This is an optimization exercise on Yosys and OpenROAD, whose aim is small area, a short achievable clock period and few clock cycles per item, not a production implementation. No run shown here included a check of the RTL's function; only the layout flow was run.

==> flow/design.v, too long to show whole: its modules and the start of the top module <==
// module fta_add_align: 28 lines
// module fta_add_sum: 19 lines
// module fta_add_norm: 30 lines
// module fta_mul_pp: 1281 lines
// module fta_booth_enc: 30 lines
// module fta_mul_red: 247 lines
// module fta_div_sel: 16 lines
// module fta_div_sel3: 14 lines
// module fta_div_init: 11 lines
// module fta_div_first: 11 lines
// module fta_div_row: 33 lines
// module fta_div_fin: 22 lines
// module fta_div_last: 39 lines
// module fp32_truncating_alu_top: 403 lines
module fp32_truncating_alu_top
(
   input  wire logic        clock,
   input  wire logic        reset,
   input  wire logic        req_tvalid,
   output logic             req_tready,
   input  wire logic [71:0] req_tdata,
   output logic             rsp_tvalid,
   input  wire logic        rsp_tready,
   output logic [39:0]      rsp_tdata
);
  // ...
==> flow/flow/run.sh <==
#!/bin/bash
# Standard layout, with timing repair aiming below the clock period: repair
# works on every path with less than SETUP_SLACK_MARGIN ns of slack.
set -euo pipefail
bash standard.sh SETUP_SLACK_MARGIN=7.5 finish > standard_flow.log 2>&1
==> flow/standard.sh <==
#!/bin/bash
# synth_recipe.tcl (not shown) runs the flow's synth.tcl, then flattens the netlist and writes it again
# the make line also repeats each setting of config.mk as NAME=value (left out here)
make -C /OpenROAD-flow-scripts/flow DESIGN_CONFIG=/design/flow/config.mk WORK_HOME=/design/flow/orfs CLKGATE_MAP_FILE= SYNTH_SCRIPT=/design/flow/synth_recipe.tcl "${@:-finish}"
==> flow/config.mk <==
export PLATFORM = sky130hd
export DESIGN_NAME = fp32_truncating_alu_top
export DESIGN_NICKNAME = fp32_truncating_alu_top
export VERILOG_FILES = /design/flow/design.v
export SDC_FILE = /design/flow/constraint.sdc
export NUM_CORES = 4
export LEC_CHECK = 0
export ABC_AREA = 1
export CAP_MARGIN = 20
export CORE_MARGIN = 2
export CORE_UTILIZATION = 40
export SLEW_MARGIN = 20
==> flow/constraint.sdc <==
create_clock -name core_clock -period 12.0 [get_ports {clock}]
set_input_delay 2.4000 -clock core_clock [delete_from_list [all_inputs] [get_ports {clock}]]
set_output_delay 2.4000 -clock core_clock [all_outputs]
set_load 0.01 [all_outputs]
==> flow_metrics.tcl, run 1 <==
set metrics [dict create \
    dp_hpwl_mm 217 \
    finalMaxSlewViolations 0 \
    multi_input_area_mm2 0.0530 \
    cts_root_buf "clkbuf_16" \
    slowest_stage "fa_1" \
    place_area_mm2 0.0889 \
    reg2regPathDepth 30 \
    async_flop_share 0 \
    ys_ff_latch 951 \
    hold_end "dg4[13]$_DFFE_PN_" \
    clock_path_buffers 3 \
    largest_reg_flops 60 \
    hp-class "reg2reg" \
    crit_buf_inv 6 \
    crit_arrival_ps 5500 \
    crit_path_end_kind "flop" \
    seq_cell_count 951 \
    muxShareOfSynthArea 0.00155 \
    outcome "timing/DRC/antenna clean" \
    port_buffers 104 \
    grt.total_usage 0.281 \
    whs_ps 396 \
    period_needed_ps 4940 \
    clkSinkCount 951 \
]
==> module fta_mul_red, before the edit <==
module fta_mul_red (
   input  wire logic [138:0] v,
   output logic      [24:0] row0,  
   output logic      [24:0] row1,
   output logic             cin    
);
   logic s501, c502;
   logic s503, c504;
   logic s505, c506;
   logic s507, c508;
   logic s509, c510;
   logic s511, c512;
   logic s513, c514;
   logic s515, c516;
   logic s517, c518;
   logic s519, c520;
   logic s521, c522;
   logic s523, c524;
   logic s525, c526;
   logic s527, c528;
   logic s529, c530;
   logic s531, c532;
   logic s533, c534;
   logic s535, c536;
   logic s537, c538;
   logic s539, c540;
   logic s541, c542;
   logic s543, c544;
   logic s545, c546;
   logic s547, c548;
   logic s549, c550;
   logic s551, c552;
   logic s553, c554;
   logic s555, c556;
   logic s557, c558;
   logic s559, c560;
   logic s561, c562;
   logic s563, c564;
   logic s565, c566;
   logic s567, c568;
   logic s569, c570;
   logic s571, c572;
   logic s573, c574;
   logic s575, c576;
   logic s577, c578;
   logic s579, c580;
   logic s581, c582;
   logic s583, c584;
   logic s585, c586;
   logic s587, c588;
   logic s589, c590;
   logic s591, c592;
   logic [47:0] r0, r1;
   assign s501 = v[3] ^ v[4];
   assign c502 = v[3] & v[4];
   assign s503 = v[6] ^ v[7];
   assign c504 = v[6] & v[7];
   assign s505 = v[8] ^ v[9] ^ v[10];
   assign c506 = (v[8] & v[9]) | (v[8] & v[10]) | (v[9] & v[10]);
   assign s507 = v[11] ^ v[12] ^ v[13];
   assign c508 = (v[11] & v[12]) | (v[11] & v[13]) | (v[12] & v[13]);
   assign s509 = v[14] ^ v[15] ^ v[16];
   assign c510 = (v[14] & v[15]) | (v[14] & v[16]) | (v[15] & v[16]);
   assign s511 = v[17] ^ v[18] ^ v[19];
   assign c512 = (v[17] & v[18]) | (v[17] & v[19]) | (v[18] & v[19]);
   assign s513 = v[20] ^ v[21] ^ v[22];
   assign c514 = (v[20] & v[21]) | (v[20] & v[22]) | (v[21] & v[22]);
   assign s515 = v[23] ^ v[24] ^ v[25];
   assign c516 = (v[23] & v[24]) | (v[23] & v[25]) | (v[24] & v[25]);
   assign s517 = v[26] ^ v[27] ^ v[28];
   assign c518 = (v[26] & v[27]) | (v[26] & v[28]) | (v[27] & v[28]);
   assign s519 = v[29] ^ v[30] ^ v[31];
   assign c520 = (v[29] & v[30]) | (v[29] & v[31]) | (v[30] & v[31]);
   assign s521 = v[32] ^ v[33] ^ v[34];
   assign c522 = (v[32] & v[33]) | (v[32] & v[34]) | (v[33] & v[34]);
   assign s523 = v[35] ^ v[36] ^ v[37];
   assign c524 = (v[35] & v[36]) | (v[35] & v[37]) | (v[36] & v[37]);
   assign s525 = v[38] ^ v[39] ^ v[40];
   assign c526 = (v[38] & v[39]) | (v[38] & v[40]) | (v[39] & v[40]);
   assign s527 = v[41] ^ v[42] ^ v[43];
   assign c528 = (v[41] & v[42]) | (v[41] & v[43]) | (v[42] & v[43]);
   assign s529 = v[44] ^ v[45] ^ v[46];
   assign c530 = (v[44] & v[45]) | (v[44] & v[46]) | (v[45] & v[46]);
   assign s531 = v[47] ^ v[48] ^ v[49];
   assign c532 = (v[47] & v[48]) | (v[47] & v[49]) | (v[48] & v[49]);
   assign s533 = v[50] ^ v[51] ^ v[52];
   assign c534 = (v[50] & v[51]) | (v[50] & v[52]) | (v[51] & v[52]);
   assign s535 = v[53] ^ v[54] ^ v[55];
   assign c536 = (v[53] & v[54]) | (v[53] & v[55]) | (v[54] & v[55]);
   assign s537 = v[56] ^ v[57] ^ v[58];
   assign c538 = (v[56] & v[57]) | (v[56] & v[58]) | (v[57] & v[58]);
   assign s539 = v[59] ^ v[60] ^ v[61];
   assign c540 = (v[59] & v[60]) | (v[59] & v[61]) | (v[60] & v[61]);
   assign s541 = v[62] ^ v[63] ^ v[64];
   assign c542 = (v[62] & v[63]) | (v[62] & v[64]) | (v[63] & v[64]);
   assign s543 = v[65] ^ v[66] ^ v[67];
   assign c544 = (v[65] & v[66]) | (v[65] & v[67]) | (v[66] & v[67]);
   assign s545 = v[68] ^ v[69] ^ v[70];
   assign c546 = (v[68] & v[69]) | (v[68] & v[70]) | (v[69] & v[70]);
   assign s547 = v[71] ^ v[72] ^ v[73];
   assign c548 = (v[71] & v[72]) | (v[71] & v[73]) | (v[72] & v[73]);
   assign s549 = v[74] ^ v[75] ^ v[76];
   assign c550 = (v[74] & v[75]) | (v[74] & v[76]) | (v[75] & v[76]);
   assign s551 = v[77] ^ v[78] ^ v[79];
   assign c552 = (v[77] & v[78]) | (v[77] & v[79]) | (v[78] & v[79]);
   assign s553 = v[80] ^ v[81] ^ v[82];
   assign c554 = (v[80] & v[81]) | (v[80] & v[82]) | (v[81] & v[82]);
   assign s555 = v[83] ^ v[84] ^ v[85];
   assign c556 = (v[83] & v[84]) | (v[83] & v[85]) | (v[84] & v[85]);
   assign s557 = v[86] ^ v[87] ^ v[88];
   assign c558 = (v[86] & v[87]) | (v[86] & v[88]) | (v[87] & v[88]);
   assign s559 = v[89] ^ v[90] ^ v[91];
   assign c560 = (v[89] & v[90]) | (v[89] & v[91]) | (v[90] & v[91]);
   assign s561 = v[92] ^ v[93] ^ v[94];
   assign c562 = (v[92] & v[93]) | (v[92] & v[94]) | (v[93] & v[94]);
   assign s563 = v[95] ^ v[96] ^ v[97];
   assign c564 = (v[95] & v[96]) | (v[95] & v[97]) | (v[96] & v[97]);
   assign s565 = v[98] ^ v[99] ^ v[100];
   assign c566 = (v[98] & v[99]) | (v[98] & v[100]) | (v[99] & v[100]);
   assign s567 = v[101] ^ v[102] ^ v[103];
   assign c568 = (v[101] & v[102]) | (v[101] & v[103]) | (v[102] & v[103]);
   assign s569 = v[104] ^ v[105] ^ v[106];
   assign c570 = (v[104] & v[105]) | (v[104] & v[106]) | (v[105] & v[106]);
   assign s571 = v[107] ^ v[108] ^ v[109];
   assign c572 = (v[107] & v[108]) | (v[107] & v[109]) | (v[108] & v[109]);
   assign s573 = v[110] ^ v[111] ^ v[112];
   assign c574 = (v[110] & v[111]) | (v[110] & v[112]) | (v[111] & v[112]);
   assign s575 = v[113] ^ v[114] ^ v[115];
   assign c576 = (v[113] & v[114]) | (v[113] & v[115]) | (v[114] & v[115]);
   assign s577 = v[116] ^ v[117] ^ v[118];
   assign c578 = (v[116] & v[117]) | (v[116] & v[118]) | (v[117] & v[118]);
   assign s579 = v[119] ^ v[120] ^ v[121];
   assign c580 = (v[119] & v[120]) | (v[119] & v[121]) | (v[120] & v[121]);
   assign s581 = v[122] ^ v[123] ^ v[124];
   assign c582 = (v[122] & v[123]) | (v[122] & v[124]) | (v[123] & v[124]);
   assign s583 = v[125] ^ v[126] ^ v[127];
   assign c584 = (v[125] & v[126]) | (v[125] & v[127]) | (v[126] & v[127]);
   assign s585 = v[128] ^ v[129] ^ v[130];
   assign c586 = (v[128] & v[129]) | (v[128] & v[130]) | (v[129] & v[130]);
   assign s587 = v[131] ^ v[132] ^ v[133];
   assign c588 = (v[131] & v[132]) | (v[131] & v[133]) | (v[132] & v[133]);
   assign s589 = 1'b1 ^ v[134] ^ v[135];
   assign c590 = (1'b1 & v[134]) | (1'b1 & v[135]) | (v[134] & v[135]);
   assign s591 = v[136] ^ v[137] ^ v[138];
   assign c592 = (v[136] & v[137]) | (v[136] & v[138]) | (v[137] & v[138]);
   assign r0[0] = v[0];
   assign r1[0] = v[1];
   assign r0[1] = v[2];
   assign r1[1] = 1'b0;
   assign r0[2] = v[5];
   assign r1[2] = s501;
   assign r0[3] = s503;
   assign r1[3] = c502;
   assign r0[4] = s505;
   assign r1[4] = c504;
   assign r0[5] = s507;
   assign r1[5] = c506;
   assign r0[6] = s509;
   assign r1[6] = c508;
   assign r0[7] = s511;
   assign r1[7] = c510;
   assign r0[8] = s513;
   assign r1[8] = c512;
   assign r0[9] = s515;
   assign r1[9] = c514;
   assign r0[10] = s517;
   assign r1[10] = c516;
   assign r0[11] = s519;
   assign r1[11] = c518;
   assign r0[12] = s521;
   assign r1[12] = c520;
   assign r0[13] = s523;
   assign r1[13] = c522;
   assign r0[14] = s525;
   assign r1[14] = c524;
   assign r0[15] = s527;
   assign r1[15] = c526;
   assign r0[16] = s529;
   assign r1[16] = c528;
   assign r0[17] = s531;
   assign r1[17] = c530;
   assign r0[18] = s533;
   assign r1[18] = c532;
   assign r0[19] = s535;
   assign r1[19] = c534;
   assign r0[20] = s537;
   assign r1[20] = c536;
   assign r0[21] = s539;
   assign r1[21] = c538;
   assign r0[22] = s541;
   assign r1[22] = c540;
   assign r0[23] = s543;
   assign r1[23] = c542;
   assign r0[24] = s545;
   assign r1[24] = c544;
   assign r0[25] = s547;
   assign r1[25] = c546;
   assign r0[26] = s549;
   assign r1[26] = c548;
   assign r0[27] = s551;
   assign r1[27] = c550;
   assign r0[28] = s553;
   assign r1[28] = c552;
   assign r0[29] = s555;
   assign r1[29] = c554;
   assign r0[30] = s557;
   assign r1[30] = c556;
   assign r0[31] = s559;
   assign r1[31] = c558;
   assign r0[32] = s561;
   assign r1[32] = c560;
   assign r0[33] = s563;
   assign r1[33] = c562;
   assign r0[34] = s565;
   assign r1[34] = c564;
   assign r0[35] = s567;
   assign r1[35] = c566;
   assign r0[36] = s569;
   assign r1[36] = c568;
   assign r0[37] = s571;
   assign r1[37] = c570;
   assign r0[38] = s573;
   assign r1[38] = c572;
   assign r0[39] = s575;
   assign r1[39] = c574;
   assign r0[40] = s577;
   assign r1[40] = c576;
   assign r0[41] = s579;
   assign r1[41] = c578;
   assign r0[42] = s581;
   assign r1[42] = c580;
   assign r0[43] = s583;
   assign r1[43] = c582;
   assign r0[44] = s585;
   assign r1[44] = c584;
   assign r0[45] = s587;
   assign r1[45] = c586;
   assign r0[46] = s589;
   assign r1[46] = c588;
   assign r0[47] = s591;
   assign r1[47] = c590;
   logic [23:0] lo_sum;
   assign lo_sum = {1'b0, r0[22:0]} + {1'b0, r1[22:0]};
   assign cin  = lo_sum[23];
   assign row0 = r0[47:23];
   assign row1 = r1[47:23];
endmodule
==> module fta_div_init, before the edit <==
module fta_div_init
(
   input  wire logic [22:0] a_mantissa,
   input  wire logic [22:0] b_mantissa,
   input  wire logic        ge,
   output logic [26:0]      s,
   output logic [26:0]      c
);
   assign s = ge ? {3'b001, a_mantissa, 1'b1} : {2'b01, a_mantissa, 2'b01};
   assign c = ~{3'b001, b_mantissa, 1'b0};
endmodule
==> inputs of run 2 (changes only) <==
--- a/flow/design.v
+++ b/flow/design.v
@@ -90,17 +90,17 @@
 `default_nettype wire
 `timescale 1ns / 1ps
 `default_nettype none
 module fta_mul_pp (
    input  wire logic [23:0] a,    
    input  wire logic [23:0] b,    
    input  wire logic [11:0] bone,  
    input  wire logic [11:0] btwo,  
-   output logic [138:0] v      
+   output logic [94:0] v      
 );
    logic one0, two0, neg0;
    logic [24:0] pp0;
    logic nn0;
    logic one1, two1, neg1;
    logic [24:0] pp1;
    logic nn1;
    logic one2, two2, neg2;
@@ -378,16 +378,62 @@
    logic s485, c486;
    logic s487, c488;
    logic s489, c490;
    logic s491, c492;
    logic s493, c494;
    logic s495, c496;
    logic s497, c498;
    logic s499, c500;
+   logic s501, c502;
+   logic s503, c504;
+   logic s505, c506;
+   logic s507, c508;
+   logic s509, c510;
+   logic s511, c512;
+   logic s513, c514;
+   logic s515, c516;
+   logic s517, c518;
+   logic s519, c520;
+   logic s521, c522;
+   logic s523, c524;
+   logic s525, c526;
+   logic s527, c528;
+   logic s529, c530;
+   logic s531, c532;
+   logic s533, c534;
+   logic s535, c536;
+   logic s537, c538;
+   logic s539, c540;
+   logic s541, c542;
+   logic s543, c544;
+   logic s545, c546;
+   logic s547, c548;
+   logic s549, c550;
+   logic s551, c552;
+   logic s553, c554;
+   logic s555, c556;
+   logic s557, c558;
+   logic s559, c560;
+   logic s561, c562;
+   logic s563, c564;
+   logic s565, c566;
+   logic s567, c568;
+   logic s569, c570;
+   logic s571, c572;
+   logic s573, c574;
+   logic s575, c576;
+   logic s577, c578;
+   logic s579, c580;
+   logic s581, c582;
+   logic s583, c584;
+   logic s585, c586;
+   logic s587, c588;
+   logic s589, c590;
+   logic s591, c592;
    assign one0 = bone[0];
    assign two0 = btwo[0];
    assign neg0 = b[1];
    assign pp0[0] = ((one0 & a[0])) ^ neg0;
    assign pp0[1] = ((one0 & a[1]) | (two0 & a[0])) ^ neg0;
    assign pp0[2] = ((one0 & a[2]) | (two0 & a[1])) ^ neg0;
    assign pp0[3] = ((one0 & a[3]) | (two0 & a[2])) ^ neg0;
    assign pp0[4] = ((one0 & a[4]) | (two0 & a[3])) ^ neg0;
@@ -1226,155 +1272,203 @@
    assign s493 = a[19] ^ s411 ^ c408;
    assign c494 = (a[19] & s411) | (a[19] & c408) | (s411 & c408);
    assign s495 = a[20] ^ 1'b1 ^ s413;
    assign c496 = (a[20] & 1'b1) | (a[20] & s413) | (1'b1 & s413);
    assign s497 = nn10 ^ pp11[23] ^ a[21];
    assign c498 = (nn10 & pp11[23]) | (nn10 & a[21]) | (pp11[23] & a[21]);
    assign s499 = pp11[24] ^ a[22];
    assign c500 = pp11[24] & a[22];
+   assign s501 = pp0[2] ^ pp1[0];
+   assign c502 = pp0[2] & pp1[0];
+   assign s503 = pp0[3] ^ pp1[1];
+   assign c504 = pp0[3] & pp1[1];
+   assign s505 = pp2[0] ^ neg2 ^ s415;
+   assign c506 = (pp2[0] & neg2) | (pp2[0] & s415) | (neg2 & s415);
+   assign s507 = pp2[1] ^ s417 ^ c416;
+   assign c508 = (pp2[1] & s417) | (pp2[1] & c416) | (s417 & c416);
+   assign s509 = s267 ^ s419 ^ c418;
+   assign c510 = (s267 & s419) | (s267 & c418) | (s419 & c418);
+   assign s511 = c268 ^ s421 ^ c420;
+   assign c512 = (c268 & s421) | (c268 & c420) | (s421 & c420);
+   assign s513 = c270 ^ s423 ^ c422;
+   assign c514 = (c270 & s423) | (c270 & c422) | (s423 & c422);
+   assign s515 = c274 ^ s425 ^ c424;
+   assign c516 = (c274 & s425) | (c274 & c424) | (s425 & c424);
+   assign s517 = c278 ^ s427 ^ c426;
+   assign c518 = (c278 & s427) | (c278 & c426) | (s427 & c426);
+   assign s519 = c282 ^ s429 ^ c428;
+   assign c520 = (c282 & s429) | (c282 & c428) | (s429 & c428);
+   assign s521 = c286 ^ s431 ^ c430;
+   assign c522 = (c286 & s431) | (c286 & c430) | (s431 & c430);
+   assign s523 = c290 ^ s433 ^ c432;
+   assign c524 = (c290 & s433) | (c290 & c432) | (s433 & c432);
+   assign s525 = c294 ^ s435 ^ c434;
+   assign c526 = (c294 & s435) | (c294 & c434) | (s435 & c434);
+   assign s527 = c298 ^ s437 ^ c436;
+   assign c528 = (c298 & s437) | (c298 & c436) | (s437 & c436);
+   assign s529 = c302 ^ s439 ^ c438;
+   assign c530 = (c302 & s439) | (c302 & c438) | (s439 & c438);
+   assign s531 = c306 ^ s441 ^ c440;
+   assign c532 = (c306 & s441) | (c306 & c440) | (s441 & c440);
+   assign s533 = c310 ^ s443 ^ c442;
+   assign c534 = (c310 & s443) | (c310 & c442) | (s443 & c442);
+   assign s535 = c314 ^ s445 ^ c444;
+   assign c536 = (c314 & s445) | (c314 & c444) | (s445 & c444);
+   assign s537 = c318 ^ s447 ^ c446;
+   assign c538 = (c318 & s447) | (c318 & c446) | (s447 & c446);
+   assign s539 = c322 ^ s449 ^ c448;
+   assign c540 = (c322 & s449) | (c322 & c448) | (s449 & c448);
+   assign s541 = c326 ^ s451 ^ c450;
+   assign c542 = (c326 & s451) | (c326 & c450) | (s451 & c450);
+   assign s543 = c330 ^ s453 ^ c452;
+   assign c544 = (c330 & s453) | (c330 & c452) | (s453 & c452);
+   assign s545 = c334 ^ s455 ^ c454;
+   assign c546 = (c334 & s455) | (c334 & c454) | (s455 & c454);
+   assign s547 = c338 ^ s457 ^ c456;
+   assign c548 = (c338 & s457) | (c338 & c456) | (s457 & c456);
+   assign s549 = c342 ^ s459 ^ c458;
+   assign c550 = (c342 & s459) | (c342 & c458) | (s459 & c458);
+   assign s551 = c346 ^ s461 ^ c460;
+   assign c552 = (c346 & s461) | (c346 & c460) | (s461 & c460);
+   assign s553 = c350 ^ s463 ^ c462;
+   assign c554 = (c350 & s463) | (c350 & c462) | (s463 & c462);
+   assign s555 = c354 ^ s465 ^ c464;
+   assign c556 = (c354 & s465) | (c354 & c464) | (s465 & c464);
+   assign s557 = c358 ^ s467 ^ c466;
+   assign c558 = (c358 & s467) | (c358 & c466) | (s467 & c466);
+   assign s559 = c362 ^ s469 ^ c468;
+   assign c560 = (c362 & s469) | (c362 & c468) | (s469 & c468);
+   assign s561 = c366 ^ s471 ^ c470;
+   assign c562 = (c366 & s471) | (c366 & c470) | (s471 & c470);
+   assign s563 = c370 ^ s473 ^ c472;
+   assign c564 = (c370 & s473) | (c370 & c472) | (s473 & c472);
+   assign s565 = c374 ^ s475 ^ c474;
+   assign c566 = (c374 & s475) | (c374 & c474) | (s475 & c474);
+   assign s567 = c378 ^ s477 ^ c476;
+   assign c568 = (c378 & s477) | (c378 & c476) | (s477 & c476);
+   assign s569 = c382 ^ s479 ^ c478;
+   assign c570 = (c382 & s479) | (c382 & c478) | (s479 & c478);
+   assign s571 = c386 ^ s481 ^ c480;
+   assign c572 = (c386 & s481) | (c386 & c480) | (s481 & c480);
+   assign s573 = c390 ^ s483 ^ c482;
+   assign c574 = (c390 & s483) | (c390 & c482) | (s483 & c482);
+   assign s575 = c394 ^ s485 ^ c484;
+   assign c576 = (c394 & s485) | (c394 & c484) | (s485 & c484);
+   assign s577 = c398 ^ s487 ^ c486;
+   assign c578 = (c398 & s487) | (c398 & c486) | (s487 & c486);
+   assign s579 = c402 ^ s489 ^ c488;
+   assign c580 = (c402 & s489) | (c402 & c488) | (s489 & c488);
+   assign s581 = c406 ^ s491 ^ c490;
+   assign c582 = (c406 & s491) | (c406 & c490) | (s491 & c490);
+   assign s583 = c410 ^ s493 ^ c492;
+   assign c584 = (c410 & s493) | (c410 & c492) | (s493 & c492);
+   assign s585 = c412 ^ s495 ^ c494;
+   assign c586 = (c412 & s495) | (c412 & c494) | (s495 & c494);
+   assign s587 = c414 ^ s497 ^ c496;
+   assign c588 = (c414 & s497) | (c414 & c496) | (s497 & c496);
+   assign s589 = 1'b1 ^ s499 ^ c498;
+   assign c590 = (1'b1 & s499) | (1'b1 & c498) | (s499 & c498);
+   assign s591 = nn11 ^ a[23] ^ c500;
+   assign c592 = (nn11 & a[23]) | (nn11 & c500) | (a[23] & c500);
    assign v[0] = pp0[0];
    assign v[1] = neg0;
    assign v[2] = pp0[1];
-   assign v[3] = pp0[2];
-   assign v[4] = pp1[0];
-   assign v[5] = neg1;
-   assign v[6] = pp0[3];
-   assign v[7] = pp1[1];
-   assign v[8] = pp2[0];
-   assign v[9] = neg2;
-   assign v[10] = s415;
-   assign v[11] = pp2[1];
-   assign v[12] = s417;
-   assign v[13] = c416;
-   assign v[14] = s267;
-   assign v[15] = s419;
-   assign v[16] = c418;
-   assign v[17] = c268;
-   assign v[18] = s421;
-   assign v[19] = c420;
-   assign v[20] = c270;
-   assign v[21] = s423;
-   assign v[22] = c422;
-   assign v[23] = c274;
-   assign v[24] = s425;
-   assign v[25] = c424;
-   assign v[26] = c278;
-   assign v[27] = s427;
-   assign v[28] = c426;
-   assign v[29] = c282;
-   assign v[30] = s429;
-   assign v[31] = c428;
-   assign v[32] = c286;
-   assign v[33] = s431;
-   assign v[34] = c430;
-   assign v[35] = c290;
-   assign v[36] = s433;
-   assign v[37] = c432;
-   assign v[38] = c294;
-   assign v[39] = s435;
-   assign v[40] = c434;
-   assign v[41] = c298;
-   assign v[42] = s437;
-   assign v[43] = c436;
-   assign v[44] = c302;
-   assign v[45] = s439;
-   assign v[46] = c438;
-   assign v[47] = c306;
-   assign v[48] = s441;
-   assign v[49] = c440;
-   assign v[50] = c310;
-   assign v[51] = s443;
-   assign v[52] = c442;
-   assign v[53] = c314;
-   assign v[54] = s445;
-   assign v[55] = c444;
-   assign v[56] = c318;
-   assign v[57] = s447;
-   assign v[58] = c446;
-   assign v[59] = c322;
-   assign v[60] = s449;
-   assign v[61] = c448;
-   assign v[62] = c326;
-   assign v[63] = s451;
-   assign v[64] = c450;
-   assign v[65] = c330;
-   assign v[66] = s453;
-   assign v[67] = c452;
-   assign v[68] = c334;
-   assign v[69] = s455;
-   assign v[70] = c454;
-   assign v[71] = c338;
-   assign v[72] = s457;
-   assign v[73] = c456;
-   assign v[74] = c342;
-   assign v[75] = s459;
-   assign v[76] = c458;
-   assign v[77] = c346;
-   assign v[78] = s461;
-   assign v[79] = c460;
-   assign v[80] = c350;
-   assign v[81] = s463;
-   assign v[82] = c462;
-   assign v[83] = c354;
-   assign v[84] = s465;
-   assign v[85] = c464;
-   assign v[86] = c358;
-   assign v[87] = s467;
-   assign v[88] = c466;
-   assign v[89] = c362;
-   assign v[90] = s469;
-   assign v[91] = c468;
-   assign v[92] = c366;
-   assign v[93] = s471;
-   assign v[94] = c470;
-   assign v[95] = c370;
-   assign v[96] = s473;
-   assign v[97] = c472;
-   assign v[98] = c374;
-   assign v[99] = s475;
-   assign v[100] = c474;
-   assign v[101] = c378;
-   assign v[102] = s477;
-   assign v[103] = c476;
-   assign v[104] = c382;
-   assign v[105] = s479;
-   assign v[106] = c478;
-   assign v[107] = c386;
-   assign v[108] = s481;
-   assign v[109] = c480;
-   assign v[110] = c390;
-   assign v[111] = s483;
-   assign v[112] = c482;
-   assign v[113] = c394;
-   assign v[114] = s485;
-   assign v[115] = c484;
-   assign v[116] = c398;
-   assign v[117] = s487;
-   assign v[118] = c486;
-   assign v[119] = c402;
-   assign v[120] = s489;
-   assign v[121] = c488;
-   assign v[122] = c406;
-   assign v[123] = s491;
-   assign v[124] = c490;
-   assign v[125] = c410;
-   assign v[126] = s493;
-   assign v[127] = c492;
-   assign v[128] = c412;
-   assign v[129] = s495;
-   assign v[130] = c494;
-   assign v[131] = c414;
-   assign v[132] = s497;
-   assign v[133] = c496;
-   assign v[134] = s499;
-   assign v[135] = c498;
-   assign v[136] = nn11;
-   assign v[137] = a[23];
-   assign v[138] = c500;
+   assign v[3] = neg1;
+   assign v[4] = s501;
+   assign v[5] = s503;
+   assign v[6] = c502;
+   assign v[7] = s505;
+   assign v[8] = c504;
+   assign v[9] = s507;
+   assign v[10] = c506;
+   assign v[11] = s509;
+   assign v[12] = c508;
+   assign v[13] = s511;
+   assign v[14] = c510;
+   assign v[15] = s513;
+   assign v[16] = c512;
+   assign v[17] = s515;
+   assign v[18] = c514;
+   assign v[19] = s517;
+   assign v[20] = c516;
+   assign v[21] = s519;
+   assign v[22] = c518;
+   assign v[23] = s521;
+   assign v[24] = c520;
+   assign v[25] = s523;
+   assign v[26] = c522;
+   assign v[27] = s525;
+   assign v[28] = c524;
+   assign v[29] = s527;
+   assign v[30] = c526;
+   assign v[31] = s529;
+   assign v[32] = c528;
+   assign v[33] = s531;
+   assign v[34] = c530;
+   assign v[35] = s533;
+   assign v[36] = c532;
+   assign v[37] = s535;
+   assign v[38] = c534;
+   assign v[39] = s537;
+   assign v[40] = c536;
+   assign v[41] = s539;
+   assign v[42] = c538;
+   assign v[43] = s541;
+   assign v[44] = c540;
+   assign v[45] = s543;
+   assign v[46] = c542;
+   assign v[47] = s545;
+   assign v[48] = c544;
+   assign v[49] = s547;
+   assign v[50] = c546;
+   assign v[51] = s549;
+   assign v[52] = c548;
+   assign v[53] = s551;
+   assign v[54] = c550;
+   assign v[55] = s553;
+   assign v[56] = c552;
+   assign v[57] = s555;
+   assign v[58] = c554;
+   assign v[59] = s557;
+   assign v[60] = c556;
+   assign v[61] = s559;
+   assign v[62] = c558;
+   assign v[63] = s561;
+   assign v[64] = c560;
+   assign v[65] = s563;
+   assign v[66] = c562;
+   assign v[67] = s565;
+   assign v[68] = c564;
+   assign v[69] = s567;
+   assign v[70] = c566;
+   assign v[71] = s569;
+   assign v[72] = c568;
+   assign v[73] = s571;
+   assign v[74] = c570;
+   assign v[75] = s573;
+   assign v[76] = c572;
+   assign v[77] = s575;
+   assign v[78] = c574;
+   assign v[79] = s577;
+   assign v[80] = c576;
+   assign v[81] = s579;
+   assign v[82] = c578;
+   assign v[83] = s581;
+   assign v[84] = c580;
+   assign v[85] = s583;
+   assign v[86] = c582;
+   assign v[87] = s585;
+   assign v[88] = c584;
+   assign v[89] = s587;
+   assign v[90] = c586;
+   assign v[91] = s589;
+   assign v[92] = c588;
+   assign v[93] = s591;
+   assign v[94] = c590;
 endmodule
 module fta_booth_enc (
    input  wire logic [23:0] b,
    output logic      [11:0] bone,
    output logic      [11:0] btwo
 );
    assign bone[0] = b[0] ^ 1'b0;
    assign btwo[0] = (b[1] & ~b[0] & ~1'b0) | (~b[1] & b[0] & 1'b0);
@@ -1397,256 +1491,118 @@
    assign bone[9] = b[18] ^ b[17];
    assign btwo[9] = (b[19] & ~b[18] & ~b[17]) | (~b[19] & b[18] & b[17]);
    assign bone[10] = b[20] ^ b[19];
    assign btwo[10] = (b[21] & ~b[20] & ~b[19]) | (~b[21] & b[20] & b[19]);
    assign bone[11] = b[22] ^ b[21];
    assign btwo[11] = (b[23] & ~b[22] & ~b[21]) | (~b[23] & b[22] & b[21]);
 endmodule
 module fta_mul_red (
-   input  wire logic [138:0] v,
+   input  wire logic [94:0] v,
    output logic      [24:0] row0,  
    output logic      [24:0] row1,
    output logic             cin    
 );
-   logic s501, c502;
-   logic s503, c504;
-   logic s505, c506;
-   logic s507, c508;
-   logic s509, c510;
-   logic s511, c512;
-   logic s513, c514;
-   logic s515, c516;
-   logic s517, c518;
-   logic s519, c520;
-   logic s521, c522;
-   logic s523, c524;
-   logic s525, c526;
-   logic s527, c528;
-   logic s529, c530;
-   logic s531, c532;
-   logic s533, c534;
-   logic s535, c536;
-   logic s537, c538;
-   logic s539, c540;
-   logic s541, c542;
-   logic s543, c544;
-   logic s545, c546;
-   logic s547, c548;
-   logic s549, c550;
-   logic s551, c552;
-   logic s553, c554;
-   logic s555, c556;
-   logic s557, c558;
-   logic s559, c560;
-   logic s561, c562;
-   logic s563, c564;
-   logic s565, c566;
-   logic s567, c568;
-   logic s569, c570;
-   logic s571, c572;
-   logic s573, c574;
-   logic s575, c576;
-   logic s577, c578;
-   logic s579, c580;
-   logic s581, c582;
-   logic s583, c584;
-   logic s585, c586;
-   logic s587, c588;
-   logic s589, c590;
-   logic s591, c592;
    logic [47:0] r0, r1;
-   assign s501 = v[3] ^ v[4];
-   assign c502 = v[3] & v[4];
-   assign s503 = v[6] ^ v[7];
-   assign c504 = v[6] & v[7];
-   assign s505 = v[8] ^ v[9] ^ v[10];
-   assign c506 = (v[8] & v[9]) | (v[8] & v[10]) | (v[9] & v[10]);
-   assign s507 = v[11] ^ v[12] ^ v[13];
-   assign c508 = (v[11] & v[12]) | (v[11] & v[13]) | (v[12] & v[13]);
-   assign s509 = v[14] ^ v[15] ^ v[16];
-   assign c510 = (v[14] & v[15]) | (v[14] & v[16]) | (v[15] & v[16]);
-   assign s511 = v[17] ^ v[18] ^ v[19];
-   assign c512 = (v[17] & v[18]) | (v[17] & v[19]) | (v[18] & v[19]);
-   assign s513 = v[20] ^ v[21] ^ v[22];
-   assign c514 = (v[20] & v[21]) | (v[20] & v[22]) | (v[21] & v[22]);
-   assign s515 = v[23] ^ v[24] ^ v[25];
-   assign c516 = (v[23] & v[24]) | (v[23] & v[25]) | (v[24] & v[25]);
-   assign s517 = v[26] ^ v[27] ^ v[28];
-   assign c518 = (v[26] & v[27]) | (v[26] & v[28]) | (v[27] & v[28]);
-   assign s519 = v[29] ^ v[30] ^ v[31];
-   assign c520 = (v[29] & v[30]) | (v[29] & v[31]) | (v[30] & v[31]);
-   assign s521 = v[32] ^ v[33] ^ v[34];
-   assign c522 = (v[32] & v[33]) | (v[32] & v[34]) | (v[33] & v[34]);
-   assign s523 = v[35] ^ v[36] ^ v[37];
-   assign c524 = (v[35] & v[36]) | (v[35] & v[37]) | (v[36] & v[37]);
-   assign s525 = v[38] ^ v[39] ^ v[40];
-   assign c526 = (v[38] & v[39]) | (v[38] & v[40]) | (v[39] & v[40]);
-   assign s527 = v[41] ^ v[42] ^ v[43];
-   assign c528 = (v[41] & v[42]) | (v[41] & v[43]) | (v[42] & v[43]);
-   assign s529 = v[44] ^ v[45] ^ v[46];
-   assign c530 = (v[44] & v[45]) | (v[44] & v[46]) | (v[45] & v[46]);
-   assign s531 = v[47] ^ v[48] ^ v[49];
-   assign c532 = (v[47] & v[48]) | (v[47] & v[49]) | (v[48] & v[49]);
-   assign s533 = v[50] ^ v[51] ^ v[52];
-   assign c534 = (v[50] & v[51]) | (v[50] & v[52]) | (v[51] & v[52]);
-   assign s535 = v[53] ^ v[54] ^ v[55];
-   assign c536 = (v[53] & v[54]) | (v[53] & v[55]) | (v[54] & v[55]);
-   assign s537 = v[56] ^ v[57] ^ v[58];
-   assign c538 = (v[56] & v[57]) | (v[56] & v[58]) | (v[57] & v[58]);
-   assign s539 = v[59] ^ v[60] ^ v[61];
-   assign c540 = (v[59] & v[60]) | (v[59] & v[61]) | (v[60] & v[61]);
-   assign s541 = v[62] ^ v[63] ^ v[64];
-   assign c542 = (v[62] & v[63]) | (v[62] & v[64]) | (v[63] & v[64]);
-   assign s543 = v[65] ^ v[66] ^ v[67];
-   assign c544 = (v[65] & v[66]) | (v[65] & v[67]) | (v[66] & v[67]);
-   assign s545 = v[68] ^ v[69] ^ v[70];
-   assign c546 = (v[68] & v[69]) | (v[68] & v[70]) | (v[69] & v[70]);
-   assign s547 = v[71] ^ v[72] ^ v[73];
-   assign c548 = (v[71] & v[72]) | (v[71] & v[73]) | (v[72] & v[73]);
-   assign s549 = v[74] ^ v[75] ^ v[76];
-   assign c550 = (v[74] & v[75]) | (v[74] & v[76]) | (v[75] & v[76]);
-   assign s551 = v[77] ^ v[78] ^ v[79];
-   assign c552 = (v[77] & v[78]) | (v[77] & v[79]) | (v[78] & v[79]);
-   assign s553 = v[80] ^ v[81] ^ v[82];
-   assign c554 = (v[80] & v[81]) | (v[80] & v[82]) | (v[81] & v[82]);
-   assign s555 = v[83] ^ v[84] ^ v[85];
-   assign c556 = (v[83] & v[84]) | (v[83] & v[85]) | (v[84] & v[85]);
-   assign s557 = v[86] ^ v[87] ^ v[88];
-   assign c558 = (v[86] & v[87]) | (v[86] & v[88]) | (v[87] & v[88]);
-   assign s559 = v[89] ^ v[90] ^ v[91];
-   assign c560 = (v[89] & v[90]) | (v[89] & v[91]) | (v[90] & v[91]);
-   assign s561 = v[92] ^ v[93] ^ v[94];
-   assign c562 = (v[92] & v[93]) | (v[92] & v[94]) | (v[93] & v[94]);
-   assign s563 = v[95] ^ v[96] ^ v[97];
-   assign c564 = (v[95] & v[96]) | (v[95] & v[97]) | (v[96] & v[97]);
-   assign s565 = v[98] ^ v[99] ^ v[100];
-   assign c566 = (v[98] & v[99]) | (v[98] & v[100]) | (v[99] & v[100]);
-   assign s567 = v[101] ^ v[102] ^ v[103];
-   assign c568 = (v[101] & v[102]) | (v[101] & v[103]) | (v[102] & v[103]);
-   assign s569 = v[104] ^ v[105] ^ v[106];
-   assign c570 = (v[104] & v[105]) | (v[104] & v[106]) | (v[105] & v[106]);
-   assign s571 = v[107] ^ v[108] ^ v[109];
-   assign c572 = (v[107] & v[108]) | (v[107] & v[109]) | (v[108] & v[109]);
-   assign s573 = v[110] ^ v[111] ^ v[112];
-   assign c574 = (v[110] & v[111]) | (v[110] & v[112]) | (v[111] & v[112]);
-   assign s575 = v[113] ^ v[114] ^ v[115];
-   assign c576 = (v[113] & v[114]) | (v[113] & v[115]) | (v[114] & v[115]);
-   assign s577 = v[116] ^ v[117] ^ v[118];
-   assign c578 = (v[116] & v[117]) | (v[116] & v[118]) | (v[117] & v[118]);
-   assign s579 = v[119] ^ v[120] ^ v[121];
-   assign c580 = (v[119] & v[120]) | (v[119] & v[121]) | (v[120] & v[121]);
-   assign s581 = v[122] ^ v[123] ^ v[124];
-   assign c582 = (v[122] & v[123]) | (v[122] & v[124]) | (v[123] & v[124]);
-   assign s583 = v[125] ^ v[126] ^ v[127];
-   assign c584 = (v[125] & v[126]) | (v[125] & v[127]) | (v[126] & v[127]);
-   assign s585 = v[128] ^ v[129] ^ v[130];
-   assign c586 = (v[128] & v[129]) | (v[128] & v[130]) | (v[129] & v[130]);
-   assign s587 = v[131] ^ v[132] ^ v[133];
-   assign c588 = (v[131] & v[132]) | (v[131] & v[133]) | (v[132] & v[133]);
-   assign s589 = 1'b1 ^ v[134] ^ v[135];
-   assign c590 = (1'b1 & v[134]) | (1'b1 & v[135]) | (v[134] & v[135]);
-   assign s591 = v[136] ^ v[137] ^ v[138];
-   assign c592 = (v[136] & v[137]) | (v[136] & v[138]) | (v[137] & v[138]);
    assign r0[0] = v[0];
    assign r1[0] = v[1];
    assign r0[1] = v[2];
    assign r1[1] = 1'b0;
-   assign r0[2] = v[5];
-   assign r1[2] = s501;
-   assign r0[3] = s503;
-   assign r1[3] = c502;
-   assign r0[4] = s505;
-   assign r1[4] = c504;
-   assign r0[5] = s507;
-   assign r1[5] = c506;
-   assign r0[6] = s509;
-   assign r1[6] = c508;
-   assign r0[7] = s511;
-   assign r1[7] = c510;
-   assign r0[8] = s513;
-   assign r1[8] = c512;
-   assign r0[9] = s515;
-   assign r1[9] = c514;
-   assign r0[10] = s517;
-   assign r1[10] = c516;
-   assign r0[11] = s519;
-   assign r1[11] = c518;
-   assign r0[12] = s521;
-   assign r1[12] = c520;
-   assign r0[13] = s523;
-   assign r1[13] = c522;
-   assign r0[14] = s525;
-   assign r1[14] = c524;
-   assign r0[15] = s527;
-   assign r1[15] = c526;
-   assign r0[16] = s529;
-   assign r1[16] = c528;
-   assign r0[17] = s531;
-   assign r1[17] = c530;
-   assign r0[18] = s533;
-   assign r1[18] = c532;
-   assign r0[19] = s535;
-   assign r1[19] = c534;
-   assign r0[20] = s537;
-   assign r1[20] = c536;
-   assign r0[21] = s539;
-   assign r1[21] = c538;
-   assign r0[22] = s541;
-   assign r1[22] = c540;
-   assign r0[23] = s543;
-   assign r1[23] = c542;
-   assign r0[24] = s545;
-   assign r1[24] = c544;
-   assign r0[25] = s547;
-   assign r1[25] = c546;
-   assign r0[26] = s549;
-   assign r1[26] = c548;
-   assign r0[27] = s551;
-   assign r1[27] = c550;
-   assign r0[28] = s553;
-   assign r1[28] = c552;
-   assign r0[29] = s555;
-   assign r1[29] = c554;
-   assign r0[30] = s557;
-   assign r1[30] = c556;
-   assign r0[31] = s559;
-   assign r1[31] = c558;
-   assign r0[32] = s561;
-   assign r1[32] = c560;
-   assign r0[33] = s563;
-   assign r1[33] = c562;
-   assign r0[34] = s565;
-   assign r1[34] = c564;
-   assign r0[35] = s567;
-   assign r1[35] = c566;
-   assign r0[36] = s569;
-   assign r1[36] = c568;
-   assign r0[37] = s571;
-   assign r1[37] = c570;
-   assign r0[38] = s573;
-   assign r1[38] = c572;
-   assign r0[39] = s575;
-   assign r1[39] = c574;
-   assign r0[40] = s577;
-   assign r1[40] = c576;
-   assign r0[41] = s579;
-   assign r1[41] = c578;
-   assign r0[42] = s581;
-   assign r1[42] = c580;
-   assign r0[43] = s583;
-   assign r1[43] = c582;
-   assign r0[44] = s585;
-   assign r1[44] = c584;
-   assign r0[45] = s587;
-   assign r1[45] = c586;
-   assign r0[46] = s589;
-   assign r1[46] = c588;
-   assign r0[47] = s591;
-   assign r1[47] = c590;
+   assign r0[2] = v[3];
+   assign r1[2] = v[4];
+   assign r0[3] = v[5];
+   assign r1[3] = v[6];
+   assign r0[4] = v[7];
+   assign r1[4] = v[8];
+   assign r0[5] = v[9];
+   assign r1[5] = v[10];
+   assign r0[6] = v[11];
+   assign r1[6] = v[12];
+   assign r0[7] = v[13];
+   assign r1[7] = v[14];
+   assign r0[8] = v[15];
+   assign r1[8] = v[16];
+   assign r0[9] = v[17];
+   assign r1[9] = v[18];
+   assign r0[10] = v[19];
+   assign r1[10] = v[20];
+   assign r0[11] = v[21];
+   assign r1[11] = v[22];
+   assign r0[12] = v[23];
+   assign r1[12] = v[24];
+   assign r0[13] = v[25];
+   assign r1[13] = v[26];
+   assign r0[14] = v[27];
+   assign r1[14] = v[28];
+   assign r0[15] = v[29];
+   assign r1[15] = v[30];
+   assign r0[16] = v[31];
+   assign r1[16] = v[32];
+   assign r0[17] = v[33];
+   assign r1[17] = v[34];
+   assign r0[18] = v[35];
+   assign r1[18] = v[36];
+   assign r0[19] = v[37];
+   assign r1[19] = v[38];
+   assign r0[20] = v[39];
+   assign r1[20] = v[40];
+   assign r0[21] = v[41];
+   assign r1[21] = v[42];
+   assign r0[22] = v[43];
+   assign r1[22] = v[44];
+   assign r0[23] = v[45];
+   assign r1[23] = v[46];
+   assign r0[24] = v[47];
+   assign r1[24] = v[48];
+   assign r0[25] = v[49];
+   assign r1[25] = v[50];
+   assign r0[26] = v[51];
+   assign r1[26] = v[52];
+   assign r0[27] = v[53];
+   assign r1[27] = v[54];
+   assign r0[28] = v[55];
+   assign r1[28] = v[56];
+   assign r0[29] = v[57];
+   assign r1[29] = v[58];
+   assign r0[30] = v[59];
+   assign r1[30] = v[60];
+   assign r0[31] = v[61];
+   assign r1[31] = v[62];
+   assign r0[32] = v[63];
+   assign r1[32] = v[64];
+   assign r0[33] = v[65];
+   assign r1[33] = v[66];
+   assign r0[34] = v[67];
+   assign r1[34] = v[68];
+   assign r0[35] = v[69];
+   assign r1[35] = v[70];
+   assign r0[36] = v[71];
+   assign r1[36] = v[72];
+   assign r0[37] = v[73];
+   assign r1[37] = v[74];
+   assign r0[38] = v[75];
+   assign r1[38] = v[76];
+   assign r0[39] = v[77];
+   assign r1[39] = v[78];
+   assign r0[40] = v[79];
+   assign r1[40] = v[80];
+   assign r0[41] = v[81];
+   assign r1[41] = v[82];
+   assign r0[42] = v[83];
+   assign r1[42] = v[84];
+   assign r0[43] = v[85];
+   assign r1[43] = v[86];
+   assign r0[44] = v[87];
+   assign r1[44] = v[88];
+   assign r0[45] = v[89];
+   assign r1[45] = v[90];
+   assign r0[46] = v[91];
+   assign r1[46] = v[92];
+   assign r0[47] = v[93];
+   assign r1[47] = v[94];
    logic [23:0] lo_sum;
    assign lo_sum = {1'b0, r0[22:0]} + {1'b0, r1[22:0]};
    assign cin  = lo_sum[23];
    assign row0 = r0[47:23];
    assign row1 = r1[47:23];
 endmodule
 `default_nettype wire
 `timescale 1ns / 1ps
@@ -1682,31 +1638,23 @@
    fta_div_sel u_sel (.a(x), .b(y), .pos(pos), .neg(neg));
 endmodule
 module fta_div_init
 (
    input  wire logic [22:0] a_mantissa,
    input  wire logic [22:0] b_mantissa,
    input  wire logic        ge,
    output logic [26:0]      s,
-   output logic [26:0]      c
+   output logic [26:0]      c,
+   output logic             pos,
+   output logic             neg
 );
    assign s = ge ? {3'b001, a_mantissa, 1'b1} : {2'b01, a_mantissa, 2'b01};
    assign c = ~{3'b001, b_mantissa, 1'b0};
-endmodule
-module fta_div_first
-(
-   input  wire logic [22:21] a_mantissa,
-   input  wire logic         b22,
-   input  wire logic         ge,
-   output logic              pos,
-   output logic              neg
-);
-   fta_div_sel u_sel (.a(ge ? {3'b001, a_mantissa[22]} : {2'b01, a_mantissa[22:21]}),
-                      .b({3'b110, ~b22}), .pos(pos), .neg(neg));
+   fta_div_sel u_sel (.a(s[26:23]), .b(c[26:23]), .pos(pos), .neg(neg));
 endmodule
 module fta_div_row
 (
    input  wire logic [26:0] s,
    input  wire logic [26:0] c,
    input  wire logic [22:0] b_mantissa,
    input  wire logic        pos,
    input  wire logic        neg,
@@ -1818,59 +1766,55 @@
    assign req_tready = en;
    assign rsp_tvalid = out_v;
    assign rsp_tdata  = {7'd0, out_r};
    logic       v0;
    logic [1:0] op0;
    logic       as0, bs0;
    logic [7:0] ae0, be0;
    logic [22:0] am0, bm0;
-   logic       ge0, ge_in;    
-   logic       qp0, qn0, qp_in, qn_in;    
-   assign ge_in = req_tdata[33:11] >= req_tdata[65:43];
-   fta_div_first u_first (.a_mantissa(req_tdata[33:32]), .b22(req_tdata[65]), .ge(ge_in), .pos(qp_in), .neg(qn_in));
+   logic       ge0;      
    always_ff @(posedge clock) begin
       if (reset) v0 <= 1'b0;
       else if (en) v0 <= req_tvalid;
    end
    always_ff @(posedge clock) begin
       if (en) begin
          op0 <= req_tdata[1:0];
          as0 <= req_tdata[2];
          ae0 <= req_tdata[10:3];
          am0 <= req_tdata[33:11];
          bs0 <= req_tdata[34] ^ (req_tdata[1:0] == 2'd1);
          be0 <= req_tdata[42:35];
          bm0 <= req_tdata[65:43];
-         ge0 <= ge_in;
-         qp0 <= qp_in;
-         qn0 <= qn_in;
+         ge0 <= req_tdata[33:11] >= req_tdata[65:43];
       end
    end
    logic isdiv0, ismul0, isadd0;
    assign isdiv0 = (op0 == 2'd3);
    assign ismul0 = (op0 == 2'd2);
    assign isadd0 = ~op0[1];
    logic [26:0] s_i, c_i;
-   fta_div_init u_init (.a_mantissa(am0), .b_mantissa(bm0), .ge(ge0), .s(s_i), .c(c_i));
+   logic        qp_i, qn_i;
+   fta_div_init u_init (.a_mantissa(am0), .b_mantissa(bm0), .ge(ge0), .s(s_i), .c(c_i), .pos(qp_i), .neg(qn_i));
    logic [9:0]  e_div;
    assign e_div = {2'b00, ae0} - {2'b00, be0} + 10'd127 - {9'd0, ~ge0};
    logic [26:0] st1_s2, st1_c2;
    logic        st1_p3, st1_n3;
-   fta_div_row u_row2 (.s(s_i), .c(c_i), .b_mantissa(bm0), .pos(qp0), .neg(qn0),
+   fta_div_row u_row2 (.s(s_i), .c(c_i), .b_mantissa(bm0), .pos(qp_i), .neg(qn_i),
                       .s_o(st1_s2), .c_o(st1_c2), .npos(st1_p3), .nneg(st1_n3));
    logic [26:0] st1_s3, st1_c3;
    logic        st1_p4, st1_n4;
    fta_div_row u_row3 (.s(st1_s2), .c(st1_c2), .b_mantissa(bm0), .pos(st1_p3), .neg(st1_n3),
                       .s_o(st1_s3), .c_o(st1_c3), .npos(st1_p4), .nneg(st1_n4));
    logic [26:0] st1_s4, st1_c4;
    logic        st1_p5, st1_n5;
    fta_div_row u_row4 (.s(st1_s3), .c(st1_c3), .b_mantissa(bm0), .pos(st1_p4), .neg(st1_n4),
                       .s_o(st1_s4), .c_o(st1_c4), .npos(st1_p5), .nneg(st1_n5));
-   logic [138:0] m_v;
+   logic [94:0] m_v;
    logic [11:0] bone0, btwo0;    
    fta_booth_enc u_benc (.b({1'b1, bm0}), .bone(bone0), .btwo(btwo0));
    fta_mul_pp u_mul_pp (.a({1'b1, am0}), .b({1'b1, bm0}), .bone(bone0), .btwo(btwo0), .v(m_v));
    logic [9:0]  e_mul;
    assign e_mul = {2'b00, ae0} + {2'b00, be0} - 10'd127;
    logic [22:0] a_big;
    logic [23:0] a_sml;
    logic [7:0]  a_e;
@@ -1881,34 +1825,34 @@
    logic        v1;
    logic [1:0]  op1;
    logic [9:0]  e1;
    logic [26:0] s1, c1;
    logic [22:0] d1;
    logic        g1, ge1;
    logic        qp1, qn1;    
    logic [5:0] dg1;    
-   logic [61:0] mx1;    
+   logic [17:0] mx1;    
    always_ff @(posedge clock) begin
       if (reset) v1 <= 1'b0;
       else if (en) v1 <= v0;
    end
    always_ff @(posedge clock) begin
       if (en) begin
          op1 <= op0;
          s1  <= isdiv0 ? st1_s4 : ismul0 ? m_v[26:0] : {a_sub, 3'd0, a_big};
          c1  <= isdiv0 ? st1_c4 : ismul0 ? m_v[53:27] : {3'd0, a_sml};
          d1  <= ismul0 ? m_v[76:54] : bm0;
          e1  <= isdiv0 ? e_div : ismul0 ? e_mul : {2'b00, a_e};
          g1  <= isadd0 ? a_sg : (as0 ^ bs0);
          ge1 <= ge0;
          qp1 <= st1_p5;
          qn1 <= st1_n5;
-         dg1 <= {{{qp0, qn0}, st1_p3, st1_n3}, st1_p4, st1_n4};
-         mx1 <= m_v[138:77];
+         dg1 <= {{{qp_i, qn_i}, st1_p3, st1_n3}, st1_p4, st1_n4};
+         mx1 <= m_v[94:77];
       end
    end
    logic [24:0] m_row0, m_row1;
    logic        m_cin;
    fta_mul_red u_mul_red (.v({mx1, d1, c1, s1}), .row0(m_row0), .row1(m_row1), .cin(m_cin));
    logic [24:0] a_mag;
    logic [4:0]  a_lz;
    fta_add_sum u_sum (.big(s1[22:0]), .sml(c1[23:0]), .eff_sub(s1[26]), .mag(a_mag), .lz(a_lz));
==> run 2 against run 1 <==
Still clean on timing, DRC and antenna. Maximum frequency is 2.0% lower. Routed wire length is 2.5% higher. Cell count is 0.81% higher. Critical path type unchanged. Highest routed layer unchanged.
==> flow_metrics.tcl, run 2 <==
set metrics [dict create \
    outcome "timing/DRC/antenna clean" \
    layout_commonest_cell "nand2_1" \
    wirelength_mm 320 \
    muxShareOfSynthArea 0.00156 \
    synth_top_area_frac 0.311 \
    finalSetupTns_ps 0 \
    gr-total-overflow 0 \
    drtIter0Drc 5775 \
    start_util 0.403 \
    dp_hpwl_mm 221 \
    hp-class "reg2reg" \
    clkLatencyLatePin_ps 810 \
    crit_top_cell "nand2_1" \
    clkSinkCount 907 \
    io_pins 118 \
    nets 11200 \
    ys_types 68 \
    slew_headroom 0.236 \
    cp-start-kind "flop" \
    place_area_mm2 0.0877 \
    synthToLayoutAreaGrowth_pct 22.7 \
    fmax_mhz 198 \
    synth_compound_area_frac 0.116 \
    synthXorXnorAreaFrac 0.0531 \
    cts.clk_slew.worst_paths_ps 60 \
    ys_warn_count 4 \
    cts_tree "built" \
    worstMarginPinSlew_ps 1150 \
    whs_ps 362 \
    coreArea_mm2 0.207 \
    yosysSeqAreaShare 0.321 \
    crit_path_end_kind "flop" \
    crit_start "qp7$_DFFE_PN_" \
    seq_area_mm2 0.0268 \
    synth_most_common_cell "nand2_1" \
    final_antenna_net_count 0 \
    finalWorstSetupSlack_ps 6960 \
    cts_max_level 3 \
    synth_cells 9106 \
    cap_violations 0 \
    post-place-ws_ps 5680 \
    slowest_stage "fa_1" \
    port_buffers 104 \
    async_flop_share 0 \
    finClkSkew_ps 103 \
    cts_buffers 104 \
    cp.required_ps 12520 \
    antenna_found_initial 16 \
    r2r_start "qp7$_DFFE_PN_" \
    avgSynthCellArea_um2 9.16 \
    firstDrtPassIters 6 \
    yosys.area_share.adder 0.292 \
    grt_max_degree 153 \
    synth_edf_count 864 \
    fin_crit_sh 0.420 \
    synth_common_cells "1,712 x nand2_1, 1,394 x inv_1, 864 x edfxtp_1, 827 x o21ai_0, 797 x fa_1" \
    via_count 68700 \
    syn_area_mm2 0.0834 \
    wl_per_cell_um 25.6 \
    dieArea_mm2 0.212 \
    rsz0062_at_grt "true" \
    critPathMaxStageDelay_ps 530 \
    critPathMaxFanout 6 \
    finalMaxSlewViolations 0 \
    row_count 167 \
    setup.worst_path.class "reg2reg" \
    die_w_um 461 \
    cts_root_buf "clkbuf_16" \
    fillers 19200 \
    final_cells 12500 \
    finalSetupViolCount 0 \
    synth_top_family_by_area "adder cells" \
    viasPerCell 5.48 \
    ys_ff_latch 907 \
    crit_arrival_ps 5560 \
    yosys_most_used_dff "edfxtp_1" \
    grt.total_usage 0.293 \
    die_y_um 461 \
    biggestRegsByFlops "out_r x33, skid_r x33" \
    yosysTopAreaCell "edfxtp_1" \
    place_congestion 0.988 \
    synth_area_leaders "edfxtp_1 31%, fa_1 19%, ha_1 10%" \
    placed_cells 11800 \
    hp-start "dg6[9]$_DFFE_PN_" \
    finalHoldViolations 0 \
    layout-drive-gt1-share 0.185 \
    period_needed_ps 5040 \
    synthSimpleGateAreaFrac 0.132 \
    multi_input_area_mm2 0.0546 \
    drc 0 \
    clock_path_buffers 3 \
    final_cell_mix "1,578 x nand2_1, 1,289 x inv_1, 864 x edfxtp_1" \
    stdcell_area_mm2 0.102 \
    grt_pass1_vias 68400 \
    grt_pass1_wl_mm 454 \
]
==> run 2: cell types whose count changed in the layout (fill, tap and decap cells not counted), sizes merged, moves of 21 or more <==
cell,change
nor2,-38
buf,+93
inv,-29
o21ai,-54
xnor2,-21
nand2,+154
edfxtp,-44
==> run 2: repair_timing <==
action / CTS / global route
hold endpoints to repair: 0 / 0
pin swaps: 254 / 382
gates cloned: 64 / 16
gates resized for setup: 797 / 642
endpoints found under the setup margin: 455 / 377
setup buffers: 333 / 150
hold buffers: 0 / 0
==> run 2: critical path, delay by kind of cell (launching register included) <==
family                   cells  cell delay [ps]
AND/OR/NAND/NOR             16             1470
adder cells (fa/ha/maj)      4             1310
buffers and inverters        4              370
AO/OA/AOI/OAI                8             1100
XOR/XNOR                     1              130
flip-flops                   1              410
==> run 2: cell type report <==
cell class | instances | share of cell area
timing repair buffer | 760 | 0.0786
timing repair inverter | 12 | 0.000905
sequential | 907 | 0.262
clock inverter | 71 | 0.00924
antenna | 10 | 0.000244
clock buffer | 124 | 0.0268
tap | 2788 | 0.0341
inverter | 1444 | 0.0552
multi-input combinational | 6404 | 0.533
==> run 2: cell families after synthesis <==
| family | Yosys count |
|---|---|
| xor gates and xnor gates | 504 |
| adders and majority gates | 1471 |
| AOI/OAI and AO/OA | 1723 |
| DFF | 907 |
| other | 1 |
| and+or+nand+nor | 2663 |
| muxes | 13 |
| buffers and inverters | 1824 |
==> run 2: final timing paths <==
path / to / slack (ps) / depth (start not counted)
max: out_r[9]$_DFFE_PP_ / 6960 / 33
min reg2reg: dg7[15]$_DFFE_PN_ / 360 / 0
max reg2reg: out_r[9]$_DFFE_PP_ / 6960 / 33
min: dg7[15]$_DFFE_PN_ / 360 / 0
==> run 2: routing by layer <==
metal	GRT usage	wire, um	share of wire	vias up
li1	-	-	-	31100
met1	0.331	113000	0.35	33500
met2	0.491	152000	0.47	3074
met3	0.0493	22300	0.070	1023
met4	0.230	33000	0.10	4
met5	0	25	0.000078	-
==> run 2: metrics by stage <==
step	utilization
floorplan	-
global route	0.494
CTS	0.474
detailed placement	0.423
global placement	0.423
finish	0.494

-- re-timing with driven ports --
The flow's constraints put no driver on any port. The routed layouts listed below were extracted and timed again, unchanged, in two steps. Step 1, drivers: a clkbuf_16 drives clock and a buf_2 each remaining input, both assumed. Step 2, shift: input delay + t, output delay - t, t = (earliest + latest rising clock arrival at the registers) / 2. This alone moves slack from input paths to output paths. Three values: no drivers, after step 1, after step 2; two values: the first two.
run	t, ns	slack for setup (ns)	slew at the worst register clock pin (ns)	worst slew at a driven data input, ns	pins driven straight from the clock port
run 1	0.875	7.062 / 7.062 / 6.895	0.07 / 0.07	0.13	1
run 2	0.849	6.962 / 6.962 / 6.962	0.07 / 0.07	0.11	1
After both steps every run listed still meets setup and hold. For run 1, which loses most, drivers alone change the setup slack by 0.000 ns; drivers and shift together by -0.167 ns.
